This is an optimization exercise on Yosys and OpenROAD, whose aim is small area and a short achievable clock period, not a production implementation.
Where RTL was checked, it was by simulation tests only, not by an equivalence proof against the original.
No functional check of the RTL was part of runs 4 and 5.
No activity file was given, so power comes from the tool's default toggle rates. The clock port is modelled as an ideal driver; clocking choices that lean on that would not hold on a real chip.

==> flow/design.v <==
package pf_pkg;
    localparam int unsigned ADDR_W = 32;
    localparam int unsigned PAGE_OFFSET_W = 12;
    localparam int unsigned LINE_OFFSET_W = 6;
    localparam int unsigned TAG_W = ADDR_W - PAGE_OFFSET_W;
    localparam int unsigned COUNT_W = 8;
    localparam int unsigned NBLOCKS_RESET = 8;
    typedef logic signed [PAGE_OFFSET_W:0] stride_t;
    typedef enum logic [1:0] {
        TS_INIT,
        TS_STRIDE,
        TS_HIT1,
        TS_HIT2
    } train_state_e;
endpackage
`timescale 1ns/1ps
module stride_table #(
    parameter int unsigned TABLE_ENTRIES = 8
) (
    input  logic                       clk_i,
    input  logic                       rst_ni,
    input  logic                       snoop_valid_i,
    input  logic [pf_pkg::ADDR_W-1:0]  snoop_addr_i,
    input  logic [pf_pkg::COUNT_W-1:0] nblocks_i,    
    output logic                       push_o,
    output logic [pf_pkg::ADDR_W-1:0]  desc_base_o,
    output pf_pkg::stride_t            desc_stride_o,
    output logic [pf_pkg::COUNT_W-1:0] desc_nblocks_o
);
    localparam int unsigned N   = TABLE_ENTRIES;
    localparam int unsigned IDX_W = (N > 1) ? $clog2(N) : 1;
    localparam int unsigned PW  = pf_pkg::PAGE_OFFSET_W;
    localparam int unsigned TW  = pf_pkg::TAG_W;
    logic                      sv_q;
    logic [pf_pkg::ADDR_W-1:0] sa_q;
    logic [N-1:0]              hit_q;
    logic [N-1:0]              hit_d;
    always_ff @(posedge clk_i or negedge rst_ni) begin
        if (!rst_ni) begin
            sv_q <= 1'b0;
        end else begin
            sv_q <= snoop_valid_i;
        end
    end
    always_ff @(posedge clk_i) begin
        sa_q  <= snoop_addr_i;
        hit_q <= hit_d;
    end
    logic [N-1:0]         valid_q;
    logic [TW-1:0]        tag_q    [N];
    logic [PW-1:0]        index_q  [N];
    logic [PW-1:0]        prev_q   [N];
    logic [1:0]           state_q  [N];
    logic                 lru_q    [N][N];
    logic [TW-1:0]   s_tag;
    logic [PW-1:0]   s_idx;
    logic [N-1:0]    hit_vec;
    logic            hit;
    logic [N-1:0]    free_oh;
    logic [N-1:0]    victim_oh;
    logic [N-1:0]    sel_oh;
    logic [N-1:0]    upd;
    logic [PW-1:0]   idx_h;
    logic [PW-1:0]   prv_h;
    logic [1:0]      st_h;
    logic [TW-1:0]   in_tag;
    logic            same_page;
    assign in_tag    = snoop_addr_i[pf_pkg::ADDR_W-1:PW];
    assign same_page = (in_tag == s_tag);
    assign s_tag = sa_q[pf_pkg::ADDR_W-1:PW];
    assign s_idx = sa_q[PW-1:0];
    always_comb begin
        for (int i = 0; i < N; i++) begin
            hit_d[i]     = upd[i] ? same_page : (valid_q[i] && (tag_q[i] == in_tag));
            free_oh[i]   = !valid_q[i] && ((i == 0) ? 1'b1 : valid_q[(i == 0) ? 0 : i - 1]);
            victim_oh[i] = valid_q[N-1];
            for (int j = 0; j < N; j++) begin
                if (j < i) victim_oh[i] = victim_oh[i] &&  lru_q[j][i];
                if (j > i) victim_oh[i] = victim_oh[i] && !lru_q[i][j];
            end
        end
    end
    assign hit_vec = hit_q;
    assign hit    = |hit_vec;
    assign sel_oh = hit_vec | ({N{!hit}} & (free_oh | victim_oh));
    assign upd    = {N{sv_q}} & sel_oh;
    always_comb begin
        idx_h = '0;
        prv_h = '0;
        st_h  = '0;
        for (int i = 0; i < N; i++) begin
            idx_h = idx_h | ({PW{hit_vec[i]}} & index_q[i]);
            prv_h = prv_h | ({PW{hit_vec[i]}} & prev_q[i]);
            st_h  = st_h  | ({2{hit_vec[i]}} & state_q[i]);
        end
    end
    logic [PW:0] ca, cb, ck, cin;
    logic        sum_eq;
    assign ca = {1'b0, s_idx};
    assign cb = {1'b0, prv_h};
    assign ck = {idx_h, 1'b0};
    always_comb begin
        cin[0] = 1'b0;
        for (int i = 1; i <= PW; i++) begin
            cin[i] = (ca[i-1] & cb[i-1]) | ((ca[i-1] ^ cb[i-1]) & ~ck[i-1]);
        end
    end
    assign sum_eq = ((ca ^ cb ^ ck) == cin);
    logic            stride_match;
    logic [1:0]      new_state;
    logic            emit;
    assign stride_match = sum_eq && (s_idx != idx_h);
    always_comb begin
        new_state = 2'd1;
        emit      = 1'b0;
        if (!hit) begin
            new_state = 2'd0;
        end else begin
            case (st_h)
                2'd1: if (stride_match) new_state = 2'd2;
                2'd2: if (stride_match) new_state = 2'd3;
                2'd3: if (stride_match) begin
                    new_state = 2'd0;
                    emit      = 1'b1;
                end
                default: new_state = 2'd1;
            endcase
        end
    end
    always_ff @(posedge clk_i or negedge rst_ni) begin
        if (!rst_ni) begin
            valid_q <= '0;
            for (int i = 0; i < N; i++) begin
                for (int j = i + 1; j < N; j++) begin
                    lru_q[i][j] <= 1'b1;
                end
            end
        end else begin
            valid_q <= valid_q | upd;
            for (int i = 0; i < N; i++) begin
                for (int j = i + 1; j < N; j++) begin
                    lru_q[i][j] <= upd[i] || (lru_q[i][j] && !upd[j]);
                end
            end
        end
    end
    always_ff @(posedge clk_i) begin
        for (int i = 0; i < N; i++) begin
            if (upd[i]) begin
                tag_q[i]   <= s_tag;
                index_q[i] <= s_idx;
                prev_q[i]  <= index_q[i];
                state_q[i] <= new_state;
            end
        end
    end
    logic [PW+1:0]   tgt_lo;
    logic [TW-1:0]   tgt_tag;
    pf_pkg::stride_t new_stride;
    logic            pg_inc;
    logic            pg_dec;
    logic [TW-1:0]   ones_below;
    logic [TW-1:0]   zeros_below;
    pf_ks_sub #(.W(PW + 2)) u_tgt_sub (
        .a_i ({1'b0, s_idx, 1'b0}),
        .b_i ({2'b00, idx_h}),
        .d_o (tgt_lo)
    );
    pf_ks_sub #(.W(PW + 1)) u_stride_sub (
        .a_i ({1'b0, s_idx}),
        .b_i ({1'b0, idx_h}),
        .d_o (new_stride)
    );
    assign pg_dec = tgt_lo[PW+1];
    assign pg_inc = !tgt_lo[PW+1] && tgt_lo[PW];
    always_comb begin
        ones_below[0]  = 1'b1;
        zeros_below[0] = 1'b1;
        for (int i = 1; i < TW; i++) begin
            ones_below[i]  = ones_below[i-1]  &  s_tag[i-1];
            zeros_below[i] = zeros_below[i-1] & !s_tag[i-1];
        end
    end
    assign tgt_tag = s_tag ^ (({TW{pg_inc}} & ones_below) | ({TW{pg_dec}} & zeros_below));
    assign push_o         = sv_q && emit;
    assign desc_base_o    = {tgt_tag, tgt_lo[PW-1:pf_pkg::LINE_OFFSET_W], {pf_pkg::LINE_OFFSET_W{1'b0}}};
    assign desc_stride_o  = new_stride;
    assign desc_nblocks_o = nblocks_i;
endmodule
module pf_ks_sub #(
    parameter int unsigned W = 8
) (
    input  logic [W-1:0] a_i,
    input  logic [W-1:0] b_i,
    output logic [W-1:0] d_o
);
    localparam int unsigned L = $clog2(W);
    logic [W-1:0] g [L+1];
    logic [W-1:0] p [L+1];
    logic [W-1:0] x;
    logic [W:0]   c;
    always_comb begin
        for (int i = 0; i < W; i++) begin
            x[i]    = a_i[i] ^ !b_i[i];
            g[0][i] = a_i[i] & !b_i[i];
            p[0][i] = a_i[i] | !b_i[i];
        end
        g[0][0] = g[0][0] | p[0][0];
        for (int l = 0; l < L; l++) begin
            for (int i = 0; i < W; i++) begin
                if (i >= (1 << l)) begin
                    g[l+1][i] = g[l][i] | (p[l][i] & g[l][i - (1 << l)]);
                    p[l+1][i] = p[l][i] & p[l][i - (1 << l)];
                end else begin
                    g[l+1][i] = g[l][i];
                    p[l+1][i] = p[l][i];
                end
            end
        end
        c[0] = 1'b1;
        for (int i = 0; i < W; i++) begin
            c[i+1] = g[L][i];
        end
        for (int i = 0; i < W; i++) begin
            d_o[i] = x[i] ^ c[i];
        end
    end
endmodule
`timescale 1ns/1ps
module desc_fifo #(
    parameter int unsigned FIFO_DEPTH = 8
) (
    input  logic                       clk_i,
    input  logic                       rst_ni,
    input  logic                       push_i,
    input  logic [pf_pkg::ADDR_W-1:0]  base_i,
    input  pf_pkg::stride_t            stride_i,
    input  logic [pf_pkg::COUNT_W-1:0] nblocks_i,
    output logic                       valid_o,
    output logic [pf_pkg::ADDR_W-1:0]  base_o,
    output pf_pkg::stride_t            stride_o,
    output logic [pf_pkg::COUNT_W-1:0] nblocks_o,
    input  logic                       pop_i
);
    localparam int unsigned D     = FIFO_DEPTH;
    localparam int unsigned PTR_W = (D > 1) ? $clog2(D) : 1;
    localparam int unsigned BW    = pf_pkg::ADDR_W - pf_pkg::LINE_OFFSET_W;
    logic [BW-1:0]              base_mem    [D];
    pf_pkg::stride_t            stride_mem  [D];
    logic [pf_pkg::COUNT_W-1:0] nblocks_mem [D];
    logic [PTR_W-1:0] wr_ptr_q;
    logic [D-1:0]     rd_oh_q;      
    logic             nempty_q;     
    logic             full_q;       
    logic             rd_adv;
    logic             cnt_is_1;
    logic             cnt_is_dm1;
    assign rd_adv  = pop_i || (push_i && full_q);
    assign valid_o = nempty_q;
    always_comb begin
        cnt_is_1   = 1'b0;
        cnt_is_dm1 = 1'b0;
        for (int i = 0; i < D; i++) begin
            if (wr_ptr_q == PTR_W'(i)) begin
                cnt_is_1   = rd_oh_q[(i + D - 1) % D];
                cnt_is_dm1 = rd_oh_q[(i + 1) % D];
            end
        end
        cnt_is_1   = cnt_is_1   && nempty_q && !full_q;
        cnt_is_dm1 = cnt_is_dm1 && nempty_q && !full_q;
    end
    always_comb begin
        logic [BW-1:0] b;
        b         = '0;
        stride_o  = '0;
        nblocks_o = '0;
        for (int i = 0; i < D; i++) begin
            b         = b         | ({BW{rd_oh_q[i]}} & base_mem[i]);
            stride_o  = stride_o  | ({(pf_pkg::PAGE_OFFSET_W+1){rd_oh_q[i]}} & stride_mem[i]);
            nblocks_o = nblocks_o | ({pf_pkg::COUNT_W{rd_oh_q[i]}} & nblocks_mem[i]);
        end
        base_o = {b, {pf_pkg::LINE_OFFSET_W{1'b0}}};
    end
    logic [PTR_W-1:0] wr_ptr_inc;
    logic [D-1:0]     rd_oh_rot;
    logic             nempty_push, nempty_nopush, full_push, full_nopush;
    logic [D-1:0]     rd_oh_push;
    logic [D-1:0]     rd_oh_nopush;
    assign wr_ptr_inc    = (wr_ptr_q == PTR_W'(D - 1)) ? '0 : wr_ptr_q + 1'b1;
    assign rd_oh_rot     = {rd_oh_q[D-2:0], rd_oh_q[D-1]};
    assign rd_oh_push    = (pop_i || full_q) ? rd_oh_rot : rd_oh_q;
    assign rd_oh_nopush  = pop_i ? rd_oh_rot : rd_oh_q;
    assign nempty_push   = 1'b1;
    assign full_push     = (pop_i || full_q) ? full_q : cnt_is_dm1;
    assign nempty_nopush = pop_i ? !cnt_is_1 : nempty_q;
    assign full_nopush   = pop_i ? 1'b0 : full_q;
    always_ff @(posedge clk_i or negedge rst_ni) begin
        if (!rst_ni) begin
            wr_ptr_q <= '0;
            rd_oh_q  <= D'(1);
            nempty_q <= 1'b0;
            full_q   <= 1'b0;
        end else begin
            wr_ptr_q <= push_i ? wr_ptr_inc : wr_ptr_q;
            rd_oh_q  <= push_i ? rd_oh_push : rd_oh_nopush;
            nempty_q <= push_i ? nempty_push : nempty_nopush;
            full_q   <= push_i ? full_push : full_nopush;
        end
    end
    always_ff @(posedge clk_i) begin
        for (int i = 0; i < D; i++) begin
            if (push_i && (wr_ptr_q == PTR_W'(i))) begin
                base_mem[i]    <= base_i[pf_pkg::ADDR_W-1:pf_pkg::LINE_OFFSET_W];
                stride_mem[i]  <= stride_i;
                nblocks_mem[i] <= nblocks_i;
            end
        end
    end
endmodule
`timescale 1ns/1ps
module prefetch_engine #(
    parameter int unsigned MAX_CREDITS = 2
) (
    input  logic                       clk_i,
    input  logic                       rst_ni,
    input  logic                       valid_i,
    input  logic [pf_pkg::ADDR_W-1:0]  base_i,
    input  pf_pkg::stride_t            stride_i,
    input  logic [pf_pkg::COUNT_W-1:0] nblocks_i,
    output logic                       pop_o,
    output logic                       req_valid_o,
    output logic [pf_pkg::ADDR_W-1:0]  req_addr_o,
    input  logic                       credit_i
);
    localparam int unsigned CRED_W = $clog2(MAX_CREDITS + 1);
    localparam int unsigned PW     = pf_pkg::PAGE_OFFSET_W;
    logic                       busy_q;
    logic [pf_pkg::COUNT_W-1:0] remain_q;
    logic [CRED_W-1:0]          credits_q;
    logic [pf_pkg::TAG_W-1:0]   tag_q;
    logic [PW-1:0]              off_q;
    logic                       out_q;
    pf_pkg::stride_t            stride_q;
    logic                       last_req;
    logic [PW+1:0]              next_off;
    logic                       busy_n;
    logic                       out_n;
    logic [CRED_W-1:0]          credits_n;
    logic                       req_q;
    assign pop_o       = !busy_q && valid_i;
    logic                       req_valid;
    assign req_valid   = busy_q && !out_q && (credits_q != '0);
    assign req_valid_o = req_q;
    assign req_addr_o  = {tag_q, off_q[PW-1:pf_pkg::LINE_OFFSET_W], {pf_pkg::LINE_OFFSET_W{1'b0}}};
    assign last_req    = req_valid && (remain_q == pf_pkg::COUNT_W'(1));
    assign next_off = {2'b00, off_q} + {stride_q[PW], stride_q};
    always_comb begin
        busy_n = busy_q;
        out_n  = out_q;
        if (pop_o) begin
            busy_n = (nblocks_i != '0);
            out_n  = 1'b0;
        end else begin
            if (busy_q && (out_q || last_req)) begin
                busy_n = 1'b0;
            end
            if (req_valid) begin
                out_n = (next_off[PW+1:PW] != 2'b00);
            end
        end
    end
    assign credits_n = credits_q - CRED_W'(req_valid) + CRED_W'(credit_i);
    always_ff @(posedge clk_i or negedge rst_ni) begin
        if (!rst_ni) begin
            busy_q    <= 1'b0;
            out_q     <= 1'b0;
            credits_q <= CRED_W'(MAX_CREDITS);
            req_q     <= 1'b0;
        end else begin
            busy_q    <= busy_n;
            out_q     <= out_n;
            credits_q <= credits_n;
            req_q     <= busy_n && !out_n && (credits_n != '0);
        end
    end
    always_ff @(posedge clk_i) begin
        if (pop_o) begin
            remain_q <= nblocks_i;
            tag_q    <= base_i[pf_pkg::ADDR_W-1:PW];
            off_q    <= base_i[PW-1:0];
            stride_q <= stride_i;
        end else if (req_valid) begin
            remain_q <= remain_q - 1'b1;
            off_q    <= next_off[PW-1:0];
        end
    end
endmodule
`timescale 1ns/1ps
module stride_prefetcher #(
    parameter int unsigned TABLE_ENTRIES = 8,
    parameter int unsigned FIFO_DEPTH    = 8,
    parameter int unsigned MAX_CREDITS   = 2
) (
    input  logic                       clk_i,
    input  logic                       rst_ni,
    input  logic                       snoop_valid_i,
    input  logic [pf_pkg::ADDR_W-1:0]  snoop_addr_i,
    input  logic                       cfg_valid_i,
    input  logic [pf_pkg::COUNT_W-1:0] cfg_nblocks_i,
    output logic                       req_valid_o,
    output logic [pf_pkg::ADDR_W-1:0]  req_addr_o,
    input  logic                       credit_i
);
    logic [pf_pkg::COUNT_W-1:0] nblocks_q;
    logic [pf_pkg::COUNT_W-1:0] nblocks_d1_q;
    logic               push;
    logic [pf_pkg::ADDR_W-1:0]  push_base;
    pf_pkg::stride_t            push_stride;
    logic [pf_pkg::COUNT_W-1:0] push_nblocks;
    logic               head_valid;
    logic [pf_pkg::ADDR_W-1:0]  head_base;
    pf_pkg::stride_t            head_stride;
    logic [pf_pkg::COUNT_W-1:0] head_nblocks;
    logic               pop;
    always_ff @(posedge clk_i or negedge rst_ni) begin
        if (!rst_ni) begin
            nblocks_q <= pf_pkg::COUNT_W'(pf_pkg::NBLOCKS_RESET);
        end else if (cfg_valid_i) begin
            nblocks_q <= cfg_nblocks_i;
        end
    end
    always_ff @(posedge clk_i) begin
        nblocks_d1_q <= nblocks_q;
    end
    stride_table #(
        .TABLE_ENTRIES (TABLE_ENTRIES)
    ) u_table (
        .clk_i          (clk_i),
        .rst_ni         (rst_ni),
        .snoop_valid_i  (snoop_valid_i),
        .snoop_addr_i   (snoop_addr_i),
        .nblocks_i      (nblocks_d1_q),
        .push_o         (push),
        .desc_base_o    (push_base),
        .desc_stride_o  (push_stride),
        .desc_nblocks_o (push_nblocks)
    );
    desc_fifo #(
        .FIFO_DEPTH (FIFO_DEPTH)
    ) u_fifo (
        .clk_i     (clk_i),
        .rst_ni    (rst_ni),
        .push_i    (push),
        .base_i    (push_base),
        .stride_i  (push_stride),
        .nblocks_i (push_nblocks),
        .valid_o   (head_valid),
        .base_o    (head_base),
        .stride_o  (head_stride),
        .nblocks_o (head_nblocks),
        .pop_i     (pop)
    );
    prefetch_engine #(
        .MAX_CREDITS (MAX_CREDITS)
    ) u_engine (
        .clk_i       (clk_i),
        .rst_ni      (rst_ni),
        .valid_i     (head_valid),
        .base_i      (head_base),
        .stride_i    (head_stride),
        .nblocks_i   (head_nblocks),
        .pop_o       (pop),
        .req_valid_o (req_valid_o),
        .req_addr_o  (req_addr_o),
        .credit_i    (credit_i)
    );
endmodule
==> flow/flow/run.sh <==
#!/bin/bash
# Standard layout; clock tree with larger sink clusters and without dummy loads. Each
# tool's output is in the ORFS logs under orfs/logs and in standard.log here.
set -o pipefail
export CTS_ARGS="-sink_clustering_enable -repair_clock_nets -dont_use_dummy_load -sink_clustering_size 30 -sink_clustering_max_diameter 150"
bash standard.sh > standard.log 2>&1
==> flow/standard.sh <==
#!/bin/bash
# synth_recipe.tcl (not shown) runs the flow's synth.tcl, then flattens the netlist and writes it again
# the make line also repeats each setting of config.mk as NAME=value (left out here)
make -C /OpenROAD-flow-scripts/flow DESIGN_CONFIG=/design/flow/config.mk WORK_HOME=/design/flow/orfs CLKGATE_MAP_FILE= SYNTH_SCRIPT=/design/flow/synth_recipe.tcl "${@:-finish}"
==> flow/config.mk <==
export PLATFORM = sky130hd
export DESIGN_NAME = stride_prefetcher
export DESIGN_NICKNAME = stride_prefetcher
export VERILOG_FILES = /design/flow/design.v
export SDC_FILE = /design/flow/constraint.sdc
export NUM_CORES = 4
export LEC_CHECK = 0
export CAP_MARGIN = 20
export CORE_MARGIN = 2
export CORE_UTILIZATION = 70
export SETUP_SLACK_MARGIN = 5
export SLEW_MARGIN = 20
==> flow/constraint.sdc <==
create_clock -name core_clock -period 9.0 [get_ports {clk_i}]
set_input_delay 1.8000 -clock core_clock [delete_from_list [all_inputs] [get_ports {clk_i}]]
set_output_delay 1.8000 -clock core_clock [all_outputs]
set_load 0.01 [all_outputs]
==> impl_metrics.ini, run 1 <==
[pwr]
vdd.ir_drop.worst_uv = 243
powerDensity_nw_per_um2 = 197
p_leak_nw = 12.7
power_mw = 7.65

[setup_path]
cp_cell_sequence = buf_4 -> a22oi_1 -> and4_2 -> inv_1 -> fa_1 -> xnor2_1 -> nand4_1 -> nor4_2 -> nand4_1 -> nor2b_2 -> nand3_4 -> buf_12 -> nor3b_4 -> buf_6 -> buf_8
crit_start = u_table.hit_q[7]
r2r_start = u_table.hit_q[7]
crit_buf_inv = 5
crit_family = simple AND/OR/NAND/NOR gates
cp-end-kind = flip-flop
cpMaxStageDelayCell = fa_1
required_ns = 9.30
crit_top_cell = nand4_1
crit_fanout = 15
crit_end = u_fifo.stride_mem[2][5]
crit_arrival_ns = 4.23
cp.depth = 15
rr_endpoint = u_fifo.stride_mem[2][5]
slowest_delay_ns = 0.44
crit_path_start_kind = flip-flop
reg2regPathDepth = 15
path_class = reg2reg
rrSetupSlack_ns = 5.07

[drt]
routed_wl_mm = 82.4
routedWlPerCell_um = 27.8
num_vias = 20300
drt_iter0_markers = 2721
first_pass_iters = 7
antenna_left = 0
drc = 0
vias_per_cell = 6.85

[die]
die_y_um = 230
ios = 78
num_rows = 82
die_area_um2 = 52900
core_um2 = 50300
fp.dieW_um = 230
initial_core_util = 0.712

[placement]
port_buffers = 71
dp_hpwl_mm = 48.0
dpl.cell_count = 2905
place_congestion = 0.883
post-place-ws_ns = 3.64
placed_cell_area_um2 = 37300

[min_path]
hold_path_class = reg2reg

[cells_and_area]
stdcell_count = 2968
diodes = 0
n_fill_cell = 2937
drive_above_1_share = 0.0967
stdcell_area_um2 = 38800
fin_nets = 2407
fin_util = 0.771
multiInputGateArea_um2 = 8830
syn_to_final_growth_pct = 8.39
register_area_um2 = 26500

[sta]
tightest_slew_ns = 1.00
fin_crit_sh = 0.437
hold_slack_ns = 0.382
clock.fmax_mhz = 254
hold_viol_final = 0
slew_headroom = 0.330
drv_slew = 0
rsz0062_at_grt = yes
tns_ns = 0
setup_slack_ns = 5.07
finalClockSkew_ns = 0.0546
min_period_ns = 3.93
finalSetupViolations = 0

[logic_synthesis]
ys_seq_area_frac = 0.739
synth_area_leaders = edfxtp_1, a22oi_1, xnor2_1
yosys-top-cells-count = edfxtp_1, a22oi_1, xnor2_1, xor2_1, nand4_1
async_flop_share = 0.0694
synth.distinct_cells = 76
synth-edff-count = 791
synthCells = 2234
avgSynthCellArea_um2 = 16.0
ys_warn_count = 18
yosys.area.top_type = edfxtp_1
synth_area_um2 = 35800
synth_top_cell_area_share = 0.664
synthMostInstantiatedCell = edfxtp_1
synth_ff_type = edfxtp_1
ys_seq_elements = 908

[cts]
htreeDepth = 2
cts.sinks = 908
clockBufferDepth = 3
clk_pin_slew_ns = 0.11
cts_made_buffers = 36
worstSkewPairLatency_ns = 0.60
cts_root_buf = clkbuf_16
hold_buffers = 0
cts_tree = yes

[global_route]
track_usage = 0.310
grt_pass1_vias = 20300
grt_max_degree = 64
overflow = 0
grt_pass1_wl_mm = 123
antenna_found_initial = 0

[outcome]
status = finished clean

[flow_run]
maxCapViolCount = 0
[layout make-up]
class,instances,area share
well taps,672,0.0217
flip-flops and latches,908,0.682
inverters,65,0.00636
clock buffers,36,0.0232
multi-input cells,1146,0.228
repair buffers,141,0.0384
[repair_timing]
| item | in CTS | in global routing |
|---|---|---|
| pin swaps | 4 | 12 |
| setup endpoints to repair | 409 | 508 |
| hold endpoints to repair | 0 | 0 |
| cloned | 0 | 7 |
| setup buffers | 7 | 13 |
| resized for setup | 29 | 38 |
[cell usage in the layout, fill, tap and decap left out, types with 42 or more instances in the layout]
cell type and n:
a22oi_1 284, buf_4 45, clkbuf_16 42, clkdlybuf4s50_1 70
dfxtp_1 52, edfxtp_1 791, ha_1 52, inv_1 57
nand2_1 83, nand4_1 96, xnor2_1 144, xor2_1 92
[sequential cells by signal (all words and copies together) (netlist names), 2 cells and up]
name                cells
u_fifo.base_mem       208
u_table.tag_q         160
u_fifo.stride_mem     104
u_table.index_q        96
u_table.prev_q         96
u_fifo.nblocks_mem     64
u_table.sa_q           32
u_table.lru_q          28
u_engine.tag_q         20
u_table.state_q        16
u_engine.stride_q      13
u_engine.off_q         12
nblocks_d1_q            8
nblocks_q               8
u_engine.remain_q       8
u_fifo.rd_oh_q          8
u_table.hit_q           8
u_table.valid_q         8
u_fifo.wr_ptr_q         3
u_engine.credits_q      2
[cell families (layout without fill, tap and decap cells)]
group / after synthesis / count (layout) / synth area share
DFF: 908 / 908 / 0.739
AOI/OAI and AO/OA: 441 / 441 / 0.0903
and+or+nand+nor: 365 / 365 / 0.0563
xor gates and xnor gates: 246 / 246 / 0.0604
buffers and inverters: 185 / 242 / 0.0213
adders and majority gates: 66 / 66 / 0.0255
muxes: 22 / 22 / 0.00671
other: 1 / 6 / 0.000105
[worst min-delay path by stage]
stage	endpoint	depth (start not counted)	startpoint	slack, ns
after floorplan	nblocks_d1_q[0]	0	nblocks_q[0]	0.34
after global placement	nblocks_d1_q[2]	0	nblocks_q[2]	0.35
after detailed placement	nblocks_d1_q[4]	0	nblocks_q[4]	0.36
after CTS	nblocks_d1_q[5]	0	nblocks_q[5]	0.39
after global routing	nblocks_d1_q[4]	0	nblocks_q[4]	0.40
final	nblocks_d1_q[5]	0	nblocks_q[5]	0.38
[where the power goes]
part	total [mW]	internal, mW	switching [mW]
clock	1.87	0.726	1.15
sequential	5.17	4.99	0.189
combinational	0.602	0.206	0.395
total	7.65	5.92	1.73
[layer usage]
| layer | track usage | share of wire | up-vias |
|---|---|---|---|
| li1 | - | - | 8742 |
| met1 | 0.439 | 0.40 | 10400 |
| met2 | 0.512 | 0.49 | 1084 |
| met3 | 0.0412 | 0.080 | 157 |
| met4 | 0.0950 | 0.030 | 0 |
| met5 | 0 | 0 | - |
==> inputs of run 2 (changes only) <==
--- a/flow/config.mk
+++ b/flow/config.mk
@@ -7,6 +7,6 @@
 export LEC_CHECK = 0
 export CAP_MARGIN = 20
 export CORE_MARGIN = 2
-export CORE_UTILIZATION = 70
+export CORE_UTILIZATION = 55
 export SETUP_SLACK_MARGIN = 5
 export SLEW_MARGIN = 20
==> impl_metrics.ini, run 2 <==
[sta]
min_period_ns = 3.93
rsz0062_at_grt = yes
clock.fmax_mhz = 255
finalClockSkew_ns = 0.0794
tightest_slew_ns = 1.02
slew_headroom = 0.323
drv_slew = 0
tns_ns = 0
hold_slack_ns = 0.374
fin_crit_sh = 0.436
finalSetupViolations = 0
hold_viol_final = 0

[cells_and_area]
largest_reg_flops = 208
diodes = 0
fin_nets = 2438
syn_to_final_growth_pct = 10.3
layout_commonest_cell = edfxtp_1
largest-register = u_fifo.base_mem
layout_common_cells = edfxtp_1, a22oi_1, xnor2_1, nand4_1, xor2_1
n_fill_cell = 4771
top_regs = u_fifo.base_mem x208, u_table.tag_q x160, u_fifo.stride_mem x104
drive_above_1_share = 0.115

[global_route]
grt_pass1_vias = 19700
overflow = 0
antenna_found_initial = 0
grt_max_degree = 64
grt_pass1_wl_mm = 129
track_usage = 0.258

[die]
ios = 78
initial_core_util = 0.556
die_y_um = 259
die_area_um2 = 67100
core_um2 = 64300
num_rows = 93
fp.dieW_um = 259

[setup_path]
crit_top_cell = nand4_1
required_ns = 9.32
cp_cell_sequence = clkbuf_16 -> a22oi_1 -> nand4_1 -> inv_2 -> fa_1 -> xnor2_1 -> nand4_1 -> nor4_2 -> nand4_1 -> nor2b_4 -> nand3_4 -> buf_12 -> nor3_4 -> bufbuf_16
cp-end-kind = flip-flop
crit_path_start_kind = flip-flop
slowest_delay_ns = 0.42
crit_arrival_ns = 4.24
path_class = reg2reg
cpMaxStageDelayCell = fa_1
crit_fanout = 16

[drt]
first_pass_iters = 6
antenna_left = 0
drt_iter0_markers = 2252
routedWlPerCell_um = 27.5
drc = 0
routed_wl_mm = 87.3
vias_per_cell = 6.27
num_vias = 19900

[cts]
cts_root_buf = clkbuf_16
cts.sinks = 908
htreeDepth = 2
cts_tree = yes
hold_buffers = 0
cts_made_buffers = 36
worstSkewPairLatency_ns = 0.60
clk_pin_slew_ns = 0.11
clockBufferDepth = 3

[pwr]
powerDensity_nw_per_um2 = 195
seqPwrFrac = 0.673
clkPwrFrac = 0.247
switchingPower_mw = 1.76
comb_power_share = 0.080
vdd.ir_drop.worst_uv = 170
p_leak_nw = 12.9
switching_share = 0.229
power.internal_mw = 5.92

[logic_synthesis]
synth_area_um2 = 35800
synth_area_leaders = edfxtp_1, a22oi_1, xnor2_1
ys_seq_elements = 908
yosys-top-cells-count = edfxtp_1, a22oi_1, xnor2_1, xor2_1, nand4_1
synth_ff_type = edfxtp_1
avgSynthCellArea_um2 = 16.0
synthMostInstantiatedCell = edfxtp_1
ys_warn_count = 18
ys_seq_area_frac = 0.739
synth_top_cell_area_share = 0.664
synth-edff-count = 791
synth.distinct_cells = 76
yosys.area.top_type = edfxtp_1
synthCells = 2234
async_flop_share = 0.0694

[flow_run]
maxCapViolCount = 0

[min_path]
hold_path_class = reg2reg

[placement]
port_buffers = 71
place_congestion = 0.863
dp_hpwl_mm = 50.9

[outcome]
status = finished clean
[run 2: metrics by stage]
step / cell area, µm² / util / total power, mW / std cells / worst slack, ns
floorplan: 36000 / - / 5.60 / 2239 / 4.57
global placement: 37500 / 0.583 / 5.86 / 3094 / 3.55
detailed placement: 37500 / 0.583 / 5.87 / 3094 / 3.40
CTS: 38900 / 0.605 / 7.73 / 3155 / 5.02
global route: 39400 / 0.613 / 7.95 / 3182 / 4.89
finish: 39400 / 0.613 / 7.68 / 3182 / 5.07
[run 2: routing by layer]
| layer | up-vias | global-route usage | wire length [µm] |
|---|---|---|---|
| met1 | 10300 | 0.378 | 38400 |
| met2 | 739 | 0.427 | 42200 |
| met3 | 88 | 0.0217 | 4990 |
| li1 | 8796 | - | - |
| met5 | - | 0 | 0 |
| met4 | 0 | 0.0581 | 1710 |
[run 2: final cells by class]
type	instances	area, µm²	share of cell area
Sequential cell	908	26500	0.671
Multi-Input combinational cell	1149	8930	0.226
Timing Repair Buffer	169	1830	0.0465
Tap cell	855	1070	0.0271
Clock buffer	36	901	0.0228
Inverter	65	244	0.00618
[run 2: what timing repair did]
action                                  CTS  global route
pin swaps                                12            11
cloned                                    6             6
setup buffers                            19            21
resized for setup                        39            55
endpoints found under the setup margin  533           462
[run 2: cell families (layout without fill, tap and decap cells)]
kind of cell,count (synthesis),in the layout,share of synthesized area
AND/OR/NAND/NOR,365,368,0.0563
AO/OA/AOI/OAI,441,441,0.0903
XOR/XNOR,246,246,0.0604
flip-flops,908,908,0.739
multiplexers,22,22,0.00671
adder cells (fa/ha/maj),66,66,0.0255
buffers and inverters,185,270,0.0213
other,1,6,0.000105
[run 2: power groups by stage]
stage	combinational, mW	sequential (mW)	clock (mW)
floorplan	0.398	5.20	0
global placement	0.600	5.26	0
detailed placement	0.613	5.26	0
CTS	0.617	5.17	1.94
global route	0.669	5.20	2.08
finish	0.611	5.17	1.90
[run 2: final timing paths]
kind | start | cells after the start | endpoint | slack [ns]
max | u_table.hit_q[0] | 14 | u_fifo.base_mem[1][5] | 5.07
max reg2reg | u_table.hit_q[0] | 14 | u_fifo.base_mem[1][5] | 5.07
min reg2reg | nblocks_q[4] | 0 | nblocks_d1_q[4] | 0.37
min in group asynchronous | rst_ni | 2 | nblocks_q[6] | 1.38
min | nblocks_q[4] | 0 | nblocks_d1_q[4] | 0.37
max in group asynchronous | rst_ni | 2 | u_table.valid_q[3] | 6.93
[run 2: critical path: cells and delay by family, from the launching register on]
family	cells	cell delay, ns
compound gates	1	0.19
fa+ha+maj	1	0.42
xor+xnor	1	0.21
buf+inv	4	0.93
flops	1	0.40
simple gates	7	1.47
==> inputs of run 3 (changes only) <==
--- a/flow/config.mk
+++ b/flow/config.mk
@@ -7,6 +7,6 @@
 export LEC_CHECK = 0
 export CAP_MARGIN = 20
 export CORE_MARGIN = 2
-export CORE_UTILIZATION = 55
+export CORE_UTILIZATION = 40
 export SETUP_SLACK_MARGIN = 5
 export SLEW_MARGIN = 20
==> impl_metrics.ini, run 3 <==
[min_path]
hold_path_class = reg2reg
hp-start = nblocks_q[6]
holdPathStages = 0
whs_endpoint = nblocks_d1_q[6]

[logic_synthesis]
synth-edff-count = 791
synth_ff_type = edfxtp_1
synth_xor_area_frac = 0.0604
synth_simple_gate_area_frac = 0.0563
synth_compound_area_frac = 0.0903
muxShareOfSynthArea = 0.00671
avgSynthCellArea_um2 = 16.0
yosys.area.top_type = edfxtp_1
synth.distinct_cells = 76
synthAdderAreaFrac = 0.0255
ys_warn_count = 18
ys_seq_elements = 908
async_flop_share = 0.0694
synth_area_leaders = edfxtp_1, a22oi_1, xnor2_1
ys_seq_area_frac = 0.739
yosys-top-cells-count = edfxtp_1, a22oi_1, xnor2_1, xor2_1, nand4_1
synthCells = 2234
synth_top_cell_area_share = 0.664
synthMostInstantiatedCell = edfxtp_1
synth_top_family_by_area = compound AO/OA/AOI/OAI gates
synth_area_um2 = 35800

[cts]
cts_tree = yes
htreeDepth = 2
hold_buffers = 0
worstSkewPairLatency_ns = 0.59
cts.sinks = 908
clk_pin_slew_ns = 0.12
clockBufferDepth = 3
cts_root_buf = clkbuf_16
cts_made_buffers = 36

[sta]
finalClockSkew_ns = 0.0556
finalSetupViolations = 0
hold_slack_ns = 0.385
fin_crit_sh = 0.436
setup_slack_ns = 5.08
slew_headroom = 0.340
min_period_ns = 3.92
rsz0062_at_grt = yes
tns_ns = 0
drv_slew = 0
tightest_slew_ns = 0.981
hold_viol_final = 0
clock.fmax_mhz = 255

[drt]
first_pass_iters = 6
routed_wl_mm = 86.8
wl_met3_mm = 4.63
wl_met1_mm = 39.0
num_vias = 19700
antenna_left = 0
drt_iter0_markers = 2104
route.met2.wl_mm = 41.3
vias_per_cell = 5.70
routedWlPerCell_um = 25.1
top_layer = met4
drc = 0

[setup_path]
path_class = in2reg
slowest_delay_ns = 0.86
rr_endpoint = u_fifo.base_mem[7][10]
crit_family = simple AND/OR/NAND/NOR gates
crit_fanout = 10
cpMaxStageDelayCell = clkdlybuf4s50_1
cp-end-kind = flip-flop
r2r_start = u_table.hit_q[0]
crit_buf_inv = 1
cp_cell_sequence = clkdlybuf4s50_1 -> xor2_1 -> nor4_1 -> nand4_1 -> or3_1 -> o21ai_0
crit_arrival_ns = 4.43
required_ns = 9.51
rrSetupSlack_ns = 5.13
cp.depth = 6
crit_path_start_kind = primary input
reg2regPathDepth = 10

[cells_and_area]
layout_commonest_cell = edfxtp_1
fin_nets = 2399
drive_above_1_share = 0.0900
largest-register = u_fifo.base_mem
fin_util = 0.443
largest_reg_flops = 208
diodes = 0
syn_to_final_growth_pct = 9.71
stdcell_area_um2 = 39200
top_regs = u_fifo.base_mem x208, u_table.tag_q x160, u_fifo.stride_mem x104
layout_common_cells = edfxtp_1, a22oi_1, xnor2_1, nand4_1, xor2_1

[die]
die_area_um2 = 91800
die_y_um = 303
ios = 78
num_rows = 109
initial_core_util = 0.404
core_um2 = 88500
fp.dieW_um = 303

[global_route]
grt_max_degree = 64
grt_pass1_vias = 20000
grt_pass1_wl_mm = 129
antenna_found_initial = 0
track_usage = 0.188
overflow = 0

[pwr]
powerDensity_nw_per_um2 = 196
vdd.ir_drop.worst_uv = 135
p_leak_nw = 12.6

[placement]
place_congestion = 0.802
placed_cell_area_um2 = 37900
post-place-ws_ns = 4.09
dp_hpwl_mm = 51.2
port_buffers = 71

[outcome]
status = finished clean

[flow_run]
maxCapViolCount = 0
==> run 3: cell count changes in the layout (fill, tap and decap cells not counted), sizes merged <==
cell    change
buf        -30
nor2        -2
clkbuf      -5
bufbuf      -1
nand3       -1
==> run 3: report_power, final <==
group	leakage, nW	internal [mW]	switching, mW
registers	8.40	4.99	0.185
logic	3.79	0.208	0.401
clock network	0.444	0.729	1.19
==> run 3: repair_timing <==
item | CTS | global route
buffers inserted | 6 | 7
gates cloned | 1 | 2
resized for setup | 29 | 26
pin swaps | 2 | 6
endpoints found under the setup margin | 409 | 517
==> run 3: metrics by stage <==
stage	instances	power (mW)
floorplan	2239	5.60
global placement	3401	5.85
detailed placement	3401	5.87
CTS	3444	7.75
global route	3453	7.97
finish	3453	7.70
==> run 3: cells by family after synthesis <==
logic type      count (synthesis)
buf+inv                       185
simple gates                  365
fa+ha+maj                      66
flops                         908
compound gates                441
xor+xnor                      246
mux                            22
other cells                     1
==> run 3: worst reg2reg max path, delay by kind of cell (launching register included) <==
kind            cells  cell delay, ns
compound gates      5            1.81
flops               1            0.33
xor+xnor            1            0.50
simple gates        2            0.45
fa+ha+maj           1            0.32
buf+inv             1            0.20
==> run 3: routing by layer <==
| metal | vias up | global-route usage |
|---|---|---|
| li1 | 8721 | - |
| met1 | 10200 | 0.270 |
| met2 | 652 | 0.306 |
| met3 | 106 | 0.0206 |
| met4 | 0 | 0.0470 |
| met5 | - | 0 |
==> run 3: layout make-up <==
cell class / instances / area (µm²)
clock buffer: 36 / 901
fill: 7696 / 49300
inverter: 65 / 244
multi-input combinational: 1146 / 8800
sequential: 908 / 26500
tap: 1165 / 1460
timing repair buffer: 133 / 1390
==> run 3: how the worst max path moves through the flow <==
stage	start	to	slack [ns]
detailed placement	u_table.hit_q[0]	u_fifo.base_mem[4][12]	4.09
floorplan	u_table.hit_q[3]	u_fifo.base_mem[0][0]	4.57
global placement	u_table.hit_q[0]	u_fifo.base_mem[4][12]	4.15
global route	u_table.hit_q[3]	u_fifo.stride_mem[2][0]	4.98
CTS	u_table.hit_q[2]	u_fifo.base_mem[4][14]	5.01
finish	snoop_addr_i[30]	u_table.hit_q[3]	5.08
==> inputs of run 4 (changes only) <==
--- a/flow/design.v
+++ b/flow/design.v
@@ -49,7 +49,8 @@
     logic [N-1:0]         valid_q;
     logic [TW-1:0]        tag_q    [N];
     logic [PW-1:0]        index_q  [N];
-    logic [PW-1:0]        prev_q   [N];
+    logic [PW-1:0]        pred_q   [N];
+    logic [N-1:0]         pin_q;
     logic [1:0]           state_q  [N];
     logic                 lru_q    [N][N];
     logic [TW-1:0]   s_tag;
@@ -61,7 +62,8 @@
     logic [N-1:0]    sel_oh;
     logic [N-1:0]    upd;
     logic [PW-1:0]   idx_h;
-    logic [PW-1:0]   prv_h;
+    logic [PW-1:0]   prd_h;
+    logic            pin_h;
     logic [1:0]      st_h;
     logic [TW-1:0]   in_tag;
     logic            same_page;
@@ -86,30 +88,20 @@
     assign upd    = {N{sv_q}} & sel_oh;
     always_comb begin
         idx_h = '0;
-        prv_h = '0;
+        prd_h = '0;
+        pin_h = 1'b0;
         st_h  = '0;
         for (int i = 0; i < N; i++) begin
             idx_h = idx_h | ({PW{hit_vec[i]}} & index_q[i]);
-            prv_h = prv_h | ({PW{hit_vec[i]}} & prev_q[i]);
+            prd_h = prd_h | ({PW{hit_vec[i]}} & pred_q[i]);
+            pin_h = pin_h | (hit_vec[i] & pin_q[i]);
             st_h  = st_h  | ({2{hit_vec[i]}} & state_q[i]);
         end
     end
-    logic [PW:0] ca, cb, ck, cin;
-    logic        sum_eq;
-    assign ca = {1'b0, s_idx};
-    assign cb = {1'b0, prv_h};
-    assign ck = {idx_h, 1'b0};
-    always_comb begin
-        cin[0] = 1'b0;
-        for (int i = 1; i <= PW; i++) begin
-            cin[i] = (ca[i-1] & cb[i-1]) | ((ca[i-1] ^ cb[i-1]) & ~ck[i-1]);
-        end
-    end
-    assign sum_eq = ((ca ^ cb ^ ck) == cin);
     logic            stride_match;
     logic [1:0]      new_state;
     logic            emit;
-    assign stride_match = sum_eq && (s_idx != idx_h);
+    assign stride_match = pin_h && (s_idx == prd_h) && (s_idx != idx_h);
     always_comb begin
         new_state = 2'd1;
         emit      = 1'b0;
@@ -149,7 +141,8 @@
             if (upd[i]) begin
                 tag_q[i]   <= s_tag;
                 index_q[i] <= s_idx;
-                prev_q[i]  <= index_q[i];
+                pred_q[i]  <= tgt_lo[PW-1:0];
+                pin_q[i]   <= (tgt_lo[PW+1:PW] == 2'b00);
                 state_q[i] <= new_state;
             end
         end
==> flow/run.sh (new file) <==
#!/bin/bash
# synth_recipe.tcl (not shown) runs the flow's synth.tcl, then flattens the netlist and writes it again
# the make line also repeats each setting of config.mk as NAME=value (left out here)
make -C /OpenROAD-flow-scripts/flow DESIGN_CONFIG=/design/flow/config.mk WORK_HOME=/design/flow/orfs CLKGATE_MAP_FILE= SYNTH_SCRIPT=/design/flow/synth_recipe.tcl finish
removed: flow/flow/run.sh
removed: flow/standard.sh
==> impl_metrics.ini, run 4 <==
[outcome]
status = finished clean

[logic_synthesis]
yosys.area.top_type = edfxtp_1
synth_top_cell_area_share = 0.662
synth_ff_type = edfxtp_1
synth-edff-count = 799
synth_area_leaders = edfxtp_1, a22oi_1, xnor2_1
ys_seq_elements = 916
ys_seq_area_frac = 0.736
ys_warn_count = 18
synth_compound_area_frac = 0.0906
synth_area_um2 = 36300
synthAdderAreaFrac = 0.0248
async_flop_share = 0.0688
synth_simple_gate_area_frac = 0.0593
synth_xor_area_frac = 0.0597
synthCells = 2309
avgSynthCellArea_um2 = 15.7
yosys-top-cells-count = edfxtp_1, a22oi_1, xnor2_1, nand4_1, xor2_1
synthMostInstantiatedCell = edfxtp_1
synth_top_family_by_area = compound AO/OA/AOI/OAI gates
muxShareOfSynthArea = 0.00635
synth.distinct_cells = 74

[setup_path]
cp_cell_sequence = buf_12 -> a22oi_1 -> nand4_1 -> buf_4 -> inv_1 -> ha_1 -> nor2b_1 -> o21ai_0 -> o21ai_1 -> o21a_1 -> a21o_1 -> or3_4 -> o22ai_1 -> xor2_1
crit_arrival_ns = 4.29
required_ns = 9.38
crit_fanout = 15
path_class = reg2reg
crit_buf_inv = 3
cp-end-kind = flip-flop
crit_family = compound AO/OA/AOI/OAI gates
crit_path_start_kind = flip-flop
cpMaxStageDelayCell = xor2_1
slowest_delay_ns = 0.49

[die]
initial_core_util = 0.403
die_area_um2 = 93100
core_um2 = 89900
die_y_um = 305
fp.dieW_um = 305
num_rows = 110
ios = 78

[drt]
num_vias = 20800
vias_per_cell = 5.66
drc = 0
drt_iter0_markers = 1804
routedWlPerCell_um = 25.0
first_pass_iters = 5
antenna_left = 0
routed_wl_mm = 92.2

[cells_and_area]
layout_common_cells = edfxtp_1, a22oi_1, xnor2_1, nand4_1, clkbuf_16
layout_commonest_cell = edfxtp_1
multiInputGateArea_um2 = 9060
register_area_um2 = 26700
stdcell_count = 3685
drive_above_1_share = 0.134
n_fill_cell = 7592
stdcell_area_um2 = 42100
largest-register = u_fifo.base_mem
fin_nets = 2546
fin_util = 0.468
largest_reg_flops = 208
syn_to_final_growth_pct = 16.0
top_regs = u_fifo.base_mem x208, u_table.tag_q x160, u_fifo.stride_mem x104

[sta]
min_period_ns = 3.91
rsz0062_at_grt = yes
clock.fmax_mhz = 256
fin_crit_sh = 0.435
hold_viol_final = 0
slew_headroom = 0.371
finalClockSkew_ns = 0.0319
hold_slack_ns = 0.366
setup_slack_ns = 5.09
finalSetupViolations = 0
tightest_slew_ns = 0.936
tns_ns = 0
drv_slew = 0

[cts]
cts_made_buffers = 91
cts_tree = yes
worstSkewPairLatency_ns = 0.66
clk_pin_slew_ns = 0.06
cts.sinks = 916
clockBufferDepth = 3
hold_buffers = 0
htreeDepth = 3
cts_root_buf = clkbuf_16

[global_route]
antenna_found_initial = 0
grt_pass1_wl_mm = 134
overflow = 0
track_usage = 0.191
grt_pass1_vias = 21000
grt_max_degree = 64

[pwr]
vdd.ir_drop.worst_uv = 127
p_leak_nw = 13.7
powerDensity_nw_per_um2 = 229
power_mw = 9.65

[min_path]
hold_path_class = reg2reg

[placement]
placed_cell_area_um2 = 38300
dp_hpwl_mm = 51.2
dpl.cell_count = 3486
port_buffers = 71
place_congestion = 0.817
post-place-ws_ns = 4.33

[flow_run]
maxCapViolCount = 0
-- run 4: path summary, 6_finish.rpt --
kind	end	start	slack, ns	cells past startpoint
worst min register to register	nblocks_d1_q[1]	nblocks_q[1]	0.37	0
worst min-delay path	nblocks_d1_q[1]	nblocks_q[1]	0.37	0
worst max register to register	u_fifo.base_mem[7][21]	u_table.hit_q[2]	5.09	14
max in group asynchronous	u_fifo.rd_oh_q[5]	rst_ni	6.99	2
min in group asynchronous	u_fifo.nempty_q	rst_ni	1.37	2
worst max-delay path	u_fifo.base_mem[7][21]	u_table.hit_q[2]	5.09	14
-- run 4: where the power goes --
group	total (mW)	internal (mW)	leakage [nW]	switching [mW]
sequential	5.21	5.03	8.34	0.176
combinational	0.631	0.210	3.95	0.421
clock	3.81	2.21	1.46	1.60
total	9.65	7.45	13.7	2.20
-- run 4: area by class of cell --
type | count | area share
Antenna cell | 1 | 0.0000595
Sequential cell | 916 | 0.635
Clock buffer | 112 | 0.0567
Inverter | 73 | 0.00652
Timing Repair Buffer | 142 | 0.0363
Tap cell | 1176 | 0.0350
Clock inverter | 58 | 0.0145
Multi-Input combinational cell | 1207 | 0.215
-- run 4: worst reg2reg max path, stage by stage, from the launching register on --
cell,delay [ns]
dfxtp_2,0.40
buf_12,0.19
a22oi_1,0.11
nand4_1,0.22
buf_4,0.16
inv_1,0.09
ha_1,0.23
nor2b_1,0.14
o21ai_0,0.16
o21ai_1,0.16
o21a_1,0.30
a21o_1,0.33
or3_4,0.47
o22ai_1,0.20
xor2_1,0.49
-- run 4: cell families (layout without fill, tap and decap cells) --
kind of cell,after synthesis,after routing
AND/OR/NAND/NOR,398,404
XOR/XNOR,247,247
buffers and inverters,197,385
adder cells (fa/ha/maj),70,70
AO/OA/AOI/OAI,459,459
multiplexers,21,21
flip-flops,916,916
other,1,7
-- run 4: metal layers --
metal / GRT usage / part of all wire / up-vias
li1: - / - / 9219
met1: 0.270 / 0.44 / 10800
met2: 0.310 / 0.48 / 735
met3: 0.0248 / 0.059 / 142
met4: 0.0551 / 0.022 / 0
met5: 0 / 0 / -
-- run 4: repair_timing --
item | 4_1_cts | 5_1_grt
endpoints found under the setup margin | 558 | 483
gates resized for setup | 39 | 40
setup buffers | 5 | 8
pin swaps | 8 | 8
cloned | 4 | 11
==> inputs of run 5 (changes only) <==
--- a/flow/design.v
+++ b/flow/design.v
@@ -49,8 +49,7 @@
     logic [N-1:0]         valid_q;
     logic [TW-1:0]        tag_q    [N];
     logic [PW-1:0]        index_q  [N];
-    logic [PW-1:0]        pred_q   [N];
-    logic [N-1:0]         pin_q;
+    logic [PW-1:0]        prev_q   [N];
     logic [1:0]           state_q  [N];
     logic                 lru_q    [N][N];
     logic [TW-1:0]   s_tag;
@@ -62,8 +61,7 @@
     logic [N-1:0]    sel_oh;
     logic [N-1:0]    upd;
     logic [PW-1:0]   idx_h;
-    logic [PW-1:0]   prd_h;
-    logic            pin_h;
+    logic [PW-1:0]   prv_h;
     logic [1:0]      st_h;
     logic [TW-1:0]   in_tag;
     logic            same_page;
@@ -88,20 +86,30 @@
     assign upd    = {N{sv_q}} & sel_oh;
     always_comb begin
         idx_h = '0;
-        prd_h = '0;
-        pin_h = 1'b0;
+        prv_h = '0;
         st_h  = '0;
         for (int i = 0; i < N; i++) begin
             idx_h = idx_h | ({PW{hit_vec[i]}} & index_q[i]);
-            prd_h = prd_h | ({PW{hit_vec[i]}} & pred_q[i]);
-            pin_h = pin_h | (hit_vec[i] & pin_q[i]);
+            prv_h = prv_h | ({PW{hit_vec[i]}} & prev_q[i]);
             st_h  = st_h  | ({2{hit_vec[i]}} & state_q[i]);
         end
     end
+    logic [PW:0] ca, cb, ck, cin;
+    logic        sum_eq;
+    assign ca = {1'b0, s_idx};
+    assign cb = {1'b0, prv_h};
+    assign ck = {idx_h, 1'b0};
+    always_comb begin
+        cin[0] = 1'b0;
+        for (int i = 1; i <= PW; i++) begin
+            cin[i] = (ca[i-1] & cb[i-1]) | ((ca[i-1] ^ cb[i-1]) & ~ck[i-1]);
+        end
+    end
+    assign sum_eq = ((ca ^ cb ^ ck) == cin);
     logic            stride_match;
     logic [1:0]      new_state;
     logic            emit;
-    assign stride_match = pin_h && (s_idx == prd_h) && (s_idx != idx_h);
+    assign stride_match = sum_eq && (s_idx != idx_h);
     always_comb begin
         new_state = 2'd1;
         emit      = 1'b0;
@@ -141,8 +149,7 @@
             if (upd[i]) begin
                 tag_q[i]   <= s_tag;
                 index_q[i] <= s_idx;
-                pred_q[i]  <= tgt_lo[PW-1:0];
-                pin_q[i]   <= (tgt_lo[PW+1:PW] == 2'b00);
+                prev_q[i]  <= index_q[i];
                 state_q[i] <= new_state;
             end
         end
@@ -238,18 +245,21 @@
     localparam int unsigned D     = FIFO_DEPTH;
     localparam int unsigned PTR_W = (D > 1) ? $clog2(D) : 1;
     localparam int unsigned BW    = pf_pkg::ADDR_W - pf_pkg::LINE_OFFSET_W;
-    logic [BW-1:0]              base_mem    [D];
-    pf_pkg::stride_t            stride_mem  [D];
-    logic [pf_pkg::COUNT_W-1:0] nblocks_mem [D];
+    localparam int unsigned SW    = pf_pkg::PAGE_OFFSET_W + 1;
+    localparam int unsigned NW    = pf_pkg::COUNT_W;
+    logic [BW-1:0]   base_mem    [D];
+    pf_pkg::stride_t stride_mem  [D];
+    logic [NW-1:0]   nblocks_mem [D];
+    logic            tail_q;
+    logic [BW-1:0]   tail_base_q;
+    pf_pkg::stride_t tail_stride_q;
+    logic [NW-1:0]   tail_nblocks_q;
     logic [PTR_W-1:0] wr_ptr_q;
     logic [D-1:0]     rd_oh_q;      
     logic             nempty_q;     
     logic             full_q;       
-    logic             rd_adv;
     logic             cnt_is_1;
     logic             cnt_is_dm1;
-    assign rd_adv  = pop_i || (push_i && full_q);
-    assign valid_o = nempty_q;
     always_comb begin
         cnt_is_1   = 1'b0;
         cnt_is_dm1 = 1'b0;
@@ -262,50 +272,74 @@
         cnt_is_1   = cnt_is_1   && nempty_q && !full_q;
         cnt_is_dm1 = cnt_is_dm1 && nempty_q && !full_q;
     end
+    logic q_full;
+    logic rm;         
+    logic rm_arr;     
+    logic wr_arr;     
+    assign valid_o = nempty_q || tail_q;
+    assign q_full  = full_q || (tail_q && cnt_is_dm1);
+    assign rm      = pop_i || (push_i && q_full);
+    assign rm_arr  = rm && nempty_q;
+    assign wr_arr  = tail_q && (nempty_q || !pop_i);
     always_comb begin
-        logic [BW-1:0] b;
-        b         = '0;
-        stride_o  = '0;
-        nblocks_o = '0;
+        logic [BW-1:0]   b;
+        pf_pkg::stride_t st;
+        logic [NW-1:0]   nb;
+        b  = '0;
+        st = '0;
+        nb = '0;
         for (int i = 0; i < D; i++) begin
-            b         = b         | ({BW{rd_oh_q[i]}} & base_mem[i]);
-            stride_o  = stride_o  | ({(pf_pkg::PAGE_OFFSET_W+1){rd_oh_q[i]}} & stride_mem[i]);
-            nblocks_o = nblocks_o | ({pf_pkg::COUNT_W{rd_oh_q[i]}} & nblocks_mem[i]);
-        end
-        base_o = {b, {pf_pkg::LINE_OFFSET_W{1'b0}}};
-    end
-    logic [PTR_W-1:0] wr_ptr_inc;
-    logic [D-1:0]     rd_oh_rot;
-    logic             nempty_push, nempty_nopush, full_push, full_nopush;
-    logic [D-1:0]     rd_oh_push;
-    logic [D-1:0]     rd_oh_nopush;
-    assign wr_ptr_inc    = (wr_ptr_q == PTR_W'(D - 1)) ? '0 : wr_ptr_q + 1'b1;
-    assign rd_oh_rot     = {rd_oh_q[D-2:0], rd_oh_q[D-1]};
-    assign rd_oh_push    = (pop_i || full_q) ? rd_oh_rot : rd_oh_q;
-    assign rd_oh_nopush  = pop_i ? rd_oh_rot : rd_oh_q;
-    assign nempty_push   = 1'b1;
-    assign full_push     = (pop_i || full_q) ? full_q : cnt_is_dm1;
-    assign nempty_nopush = pop_i ? !cnt_is_1 : nempty_q;
-    assign full_nopush   = pop_i ? 1'b0 : full_q;
+            b  = b  | ({BW{rd_oh_q[i]}} & base_mem[i]);
+            st = st | ({SW{rd_oh_q[i]}} & stride_mem[i]);
+            nb = nb | ({NW{rd_oh_q[i]}} & nblocks_mem[i]);
+        end
+        if (!nempty_q) begin
+            b  = tail_base_q;
+            st = tail_stride_q;
+            nb = tail_nblocks_q;
+        end
+        base_o    = {b, {pf_pkg::LINE_OFFSET_W{1'b0}}};
+        stride_o  = st;
+        nblocks_o = nb;
+    end
+    logic up, down;
+    assign up   = wr_arr && !rm_arr;
+    assign down = rm_arr && !wr_arr;
     always_ff @(posedge clk_i or negedge rst_ni) begin
         if (!rst_ni) begin
+            tail_q   <= 1'b0;
             wr_ptr_q <= '0;
             rd_oh_q  <= D'(1);
             nempty_q <= 1'b0;
             full_q   <= 1'b0;
         end else begin
-            wr_ptr_q <= push_i ? wr_ptr_inc : wr_ptr_q;
-            rd_oh_q  <= push_i ? rd_oh_push : rd_oh_nopush;
-            nempty_q <= push_i ? nempty_push : nempty_nopush;
-            full_q   <= push_i ? full_push : full_nopush;
+            tail_q <= push_i;
+            if (wr_arr) begin
+                wr_ptr_q <= (wr_ptr_q == PTR_W'(D - 1)) ? '0 : wr_ptr_q + 1'b1;
+            end
+            if (rm_arr) begin
+                rd_oh_q <= {rd_oh_q[D-2:0], rd_oh_q[D-1]};
+            end
+            if (up) begin
+                nempty_q <= 1'b1;
+                full_q   <= cnt_is_dm1;
+            end else if (down) begin
+                nempty_q <= !cnt_is_1;
+                full_q   <= 1'b0;
+            end
         end
     end
     always_ff @(posedge clk_i) begin
+        tail_base_q    <= base_i[pf_pkg::ADDR_W-1:pf_pkg::LINE_OFFSET_W];
+        tail_stride_q  <= stride_i;
+        tail_nblocks_q <= nblocks_i;
+    end
+    always_ff @(posedge clk_i) begin
         for (int i = 0; i < D; i++) begin
-            if (push_i && (wr_ptr_q == PTR_W'(i))) begin
-                base_mem[i]    <= base_i[pf_pkg::ADDR_W-1:pf_pkg::LINE_OFFSET_W];
-                stride_mem[i]  <= stride_i;
-                nblocks_mem[i] <= nblocks_i;
+            if (wr_arr && (wr_ptr_q == PTR_W'(i))) begin
+                base_mem[i]    <= tail_base_q;
+                stride_mem[i]  <= tail_stride_q;
+                nblocks_mem[i] <= tail_nblocks_q;
             end
         end
     end
==> flow/flow/run.sh (new file) <==
#!/bin/bash
# Standard layout; clock tree with larger sink clusters and without dummy loads. Each
# tool's output is in the ORFS logs under orfs/logs and in standard.log here.
set -o pipefail
export CTS_ARGS="-sink_clustering_enable -repair_clock_nets -dont_use_dummy_load -sink_clustering_size 24 -sink_clustering_max_diameter 150"
export SETUP_SLACK_MARGIN=5.6
bash standard.sh > standard.log 2>&1
==> flow/standard.sh (new file) <==
#!/bin/bash
# synth_recipe.tcl (not shown) runs the flow's synth.tcl, then flattens the netlist and writes it again
# the make line also repeats each setting of config.mk as NAME=value (left out here)
make -C /OpenROAD-flow-scripts/flow DESIGN_CONFIG=/design/flow/config.mk WORK_HOME=/design/flow/orfs CLKGATE_MAP_FILE= SYNTH_SCRIPT=/design/flow/synth_recipe.tcl "${@:-finish}"
--- a/flow/config.mk
+++ b/flow/config.mk
@@ -8,5 +8,4 @@
 export CAP_MARGIN = 20
 export CORE_MARGIN = 2
 export CORE_UTILIZATION = 40
-export SETUP_SLACK_MARGIN = 5
 export SLEW_MARGIN = 20
removed: flow/run.sh
==> impl_metrics.ini, run 5 <==
[outcome]
status = finished clean

[setup_path]
rrSetupSlack_ns = 5.19
crit_path_start_kind = flip-flop
path_class = reg2reg
crit_top_cell = inv_2
rr_endpoint = u_fifo.nempty_q
required_ns = 9.46
crit_fanout = 11
slowest_delay_ns = 0.46
crit_arrival_ns = 4.26
cpMaxStageDelayCell = fa_1
cp_cell_sequence = buf_12 -> a22o_4 -> a221oi_4 -> and2_4 -> inv_2 -> fa_1 -> xor2_1 -> nor4_1 -> nand4_1 -> nor2b_1 -> and4_4 -> o211ai_1 -> a21boi_4 -> inv_2 -> ha_4 -> nor2b_2 -> a31oi_1
reg2regPathDepth = 17
cp-end-kind = flip-flop
r2r_start = u_table.hit_q[2]

[drt]
vias_per_cell = 5.64
antenna_left = 0
first_pass_iters = 5
routed_wl_mm = 92.9
num_vias = 20800
routedWlPerCell_um = 25.1
drt_iter0_markers = 2146
drc = 0

[cts]
clk_pin_slew_ns = 0.11
worstSkewPairLatency_ns = 0.63
cts_root_buf = clkbuf_16
cts_tree = yes
htreeDepth = 2
hold_buffers = 0
clockBufferDepth = 3
cts.sinks = 956
cts_made_buffers = 45

[sta]
tightest_slew_ns = 0.992
min_period_ns = 3.81
slew_headroom = 0.339
clock.fmax_mhz = 263
finalSetupViolations = 0
hold_slack_ns = 0.328
finalClockSkew_ns = 0.0342
drv_slew = 0
rsz0062_at_grt = yes
fin_crit_sh = 0.423
hold_viol_final = 0
tns_ns = 0

[global_route]
overflow = 0
antenna_found_initial = 1
grt_pass1_vias = 20900
track_usage = 0.191
grt_max_degree = 65
grt_pass1_wl_mm = 137

[die]
num_rows = 112
initial_core_util = 0.402
die_y_um = 310
core_um2 = 92900
fp.dieW_um = 310
die_area_um2 = 95900
ios = 78

[placement]
place_congestion = 0.852
port_buffers = 71
dp_hpwl_mm = 53.8

[logic_synthesis]
synth_ff_type = edfxtp_1
ys_warn_count = 18
synth_area_leaders = edfxtp_1, dfxtp_1, xnor2_1
yosys.area.top_type = edfxtp_1
synth_area_um2 = 37400
async_flop_share = 0.0669
ys_seq_elements = 956
ys_seq_area_frac = 0.734
synthMostInstantiatedCell = edfxtp_1
synth.distinct_cells = 73
synthCells = 2368
yosys-top-cells-count = edfxtp_1, xnor2_1, a22oi_1, xor2_1, dfxtp_1
avgSynthCellArea_um2 = 15.8
synth_top_cell_area_share = 0.636
synth-edff-count = 791

[cells_and_area]
drive_above_1_share = 0.123
n_fill_cell = 8029
syn_to_final_growth_pct = 11.3
largest_reg_flops = 208
fin_nets = 2561
top_regs = u_fifo.base_mem x208, u_table.tag_q x160, u_fifo.stride_mem x104
layout_common_cells = edfxtp_1, xnor2_1, xor2_1, a22oi_1, dfxtp_1
layout_commonest_cell = edfxtp_1
largest-register = u_fifo.base_mem

[min_path]
whs_endpoint = u_fifo.tail_nblocks_q[3]
hold_path_class = reg2reg
holdPathStages = 0
hp-start = nblocks_d1_q[3]

[flow_run]
maxCapViolCount = 0

[pwr]
vdd.ir_drop.worst_uv = 143
powerDensity_nw_per_um2 = 198
p_leak_nw = 13.4
run 5: cell count changes after synthesis, moves of 12 or more:
cell	change
a31oi_1	+31
nor2_1	+19
a22oi_1	-178
xnor2_1	-32
nand4_1	-42
a221oi_1	+82
a22o_1	+80
xor2_1	+27
and4_1	+12
dfxtp_1	+47
run 5: layout make-up:
type                       instances  area, µm²  area share
sequential                       956      27400       0.660
multi-input combinational       1219       9730       0.234
tap                             1254       1570      0.0377
timing repair buffer             150       1470      0.0353
clock buffer                      45       1130      0.0271
inverter                          72        270     0.00650
antenna                            1       2.50   0.0000601
run 5: critical path: cells and delay by family, from the launching register on:
| family | cells | cell delay, ns |
|---|---|---|
| DFF | 1 | 0.38 |
| adders and majority gates | 2 | 0.74 |
| and+or+nand+nor | 6 | 1.24 |
| AOI/OAI and AO/OA | 5 | 0.88 |
| xor gates and xnor gates | 1 | 0.15 |
| buffers and inverters | 3 | 0.27 |
run 5: cells by family (layout without fill, tap and decap cells):
group	Yosys count	count (layout)	synth area share
compound gates	483	483	0.0980
simple gates	392	392	0.0556
other cells	1	7	0.000100
fa+ha+maj	73	73	0.0270
buf+inv	198	267	0.0222
mux	23	23	0.00670
flops	956	956	0.734
xor+xnor	242	242	0.0567
run 5: metal layers:
layer	share of wire	global-route usage	routed length, µm	vias up
met5	0	0	0	-
met2	0.48	0.312	44200	729
li1	-	-	-	9254
met4	0.017	0.0400	1600	0
met1	0.45	0.276	41400	10800
met3	0.062	0.0223	5720	90
run 5: how the worst max path moves through the flow:
stage	from	end	slack (ns)	cells past startpoint
after floorplan	u_fifo.nempty_q	u_fifo.base_mem[5][0]	4.27	4
after detailed placement	u_table.hit_q[3]	u_fifo.nempty_q	4.49	17
after CTS	u_table.hit_q[2]	u_fifo.nempty_q	5.23	17
after global routing	u_table.hit_q[2]	u_fifo.nempty_q	5.06	17
after global placement	u_table.hit_q[3]	u_fifo.nempty_q	4.61	17
final	u_table.hit_q[2]	u_fifo.nempty_q	5.19	17
run 5: where the power goes:
| part | internal [mW] | switching, mW |
|---|---|---|
| Combinational | 0.206 | 0.415 |
| Clock | 0.897 | 1.28 |
| Sequential | 5.22 | 0.223 |
run 5: repair_timing:
| item | in CTS | in global routing |
|---|---|---|
| buffers inserted | 15 | 21 |
| setup endpoints to repair | 322 | 335 |
| gates resized for setup | 72 | 81 |
| endpoints found under the hold margin | 0 | 0 |
| pin swaps | 18 | 40 |
| gates cloned | 1 | 2 |
run 5: per-stage QoR:
step | util | std cells | worst slack, ns | cell area, µm² | total power, mW
after floorplan | - | 2373 | 4.27 | 37600 | 5.84
after global placement | 0.425 | 3612 | 4.61 | 39500 | 6.12
after detailed placement | 0.425 | 3612 | 4.49 | 39500 | 6.15
after CTS | 0.441 | 3673 | 5.23 | 41000 | 8.28
after global routing | 0.448 | 3696 | 5.06 | 41600 | 8.53
final | 0.448 | 3697 | 5.19 | 41600 | 8.24

-- re-timing with driven ports --
The results above use ideal ports. As a check the final layouts listed here were re-extracted and re-timed, cells and wires unchanged. Step 1 assumes that a clkbuf_16 drives the clock port and a buf_2 every other input. Step 2 times the ports against the registers' clock, not the clock port: input delays grow and output delays shrink by t, the midpoint of the rising clock arrivals with the driver on. Slacks: no drivers / after step 1 / after step 2; pairs: no drivers / after step 1.
run	t, ns	setup WS [ns]	worst setup path after step 2	clock arrival spread, ns	cell pins on the clock port's net
run 1	0.641	5.069 / 5.069 / 4.537	input to register	0.075 / 0.075	1
run 2	0.629	5.073 / 5.073 / 4.491	input to register	0.081 / 0.081	1
run 3	0.630	5.079 / 5.122 / 4.492	input to register	0.056 / 0.056	1
run 4	0.710	5.088 / 5.088 / 4.573	input to register	0.033 / 0.033	1
run 5	0.667	5.195 / 5.195 / 4.986	input to register	0.044 / 0.045	1
After both steps every run listed still meets setup and hold. For run 3, which loses most, drivers alone change the setup slack by +0.043 ns; drivers and shift together by -0.587 ns.
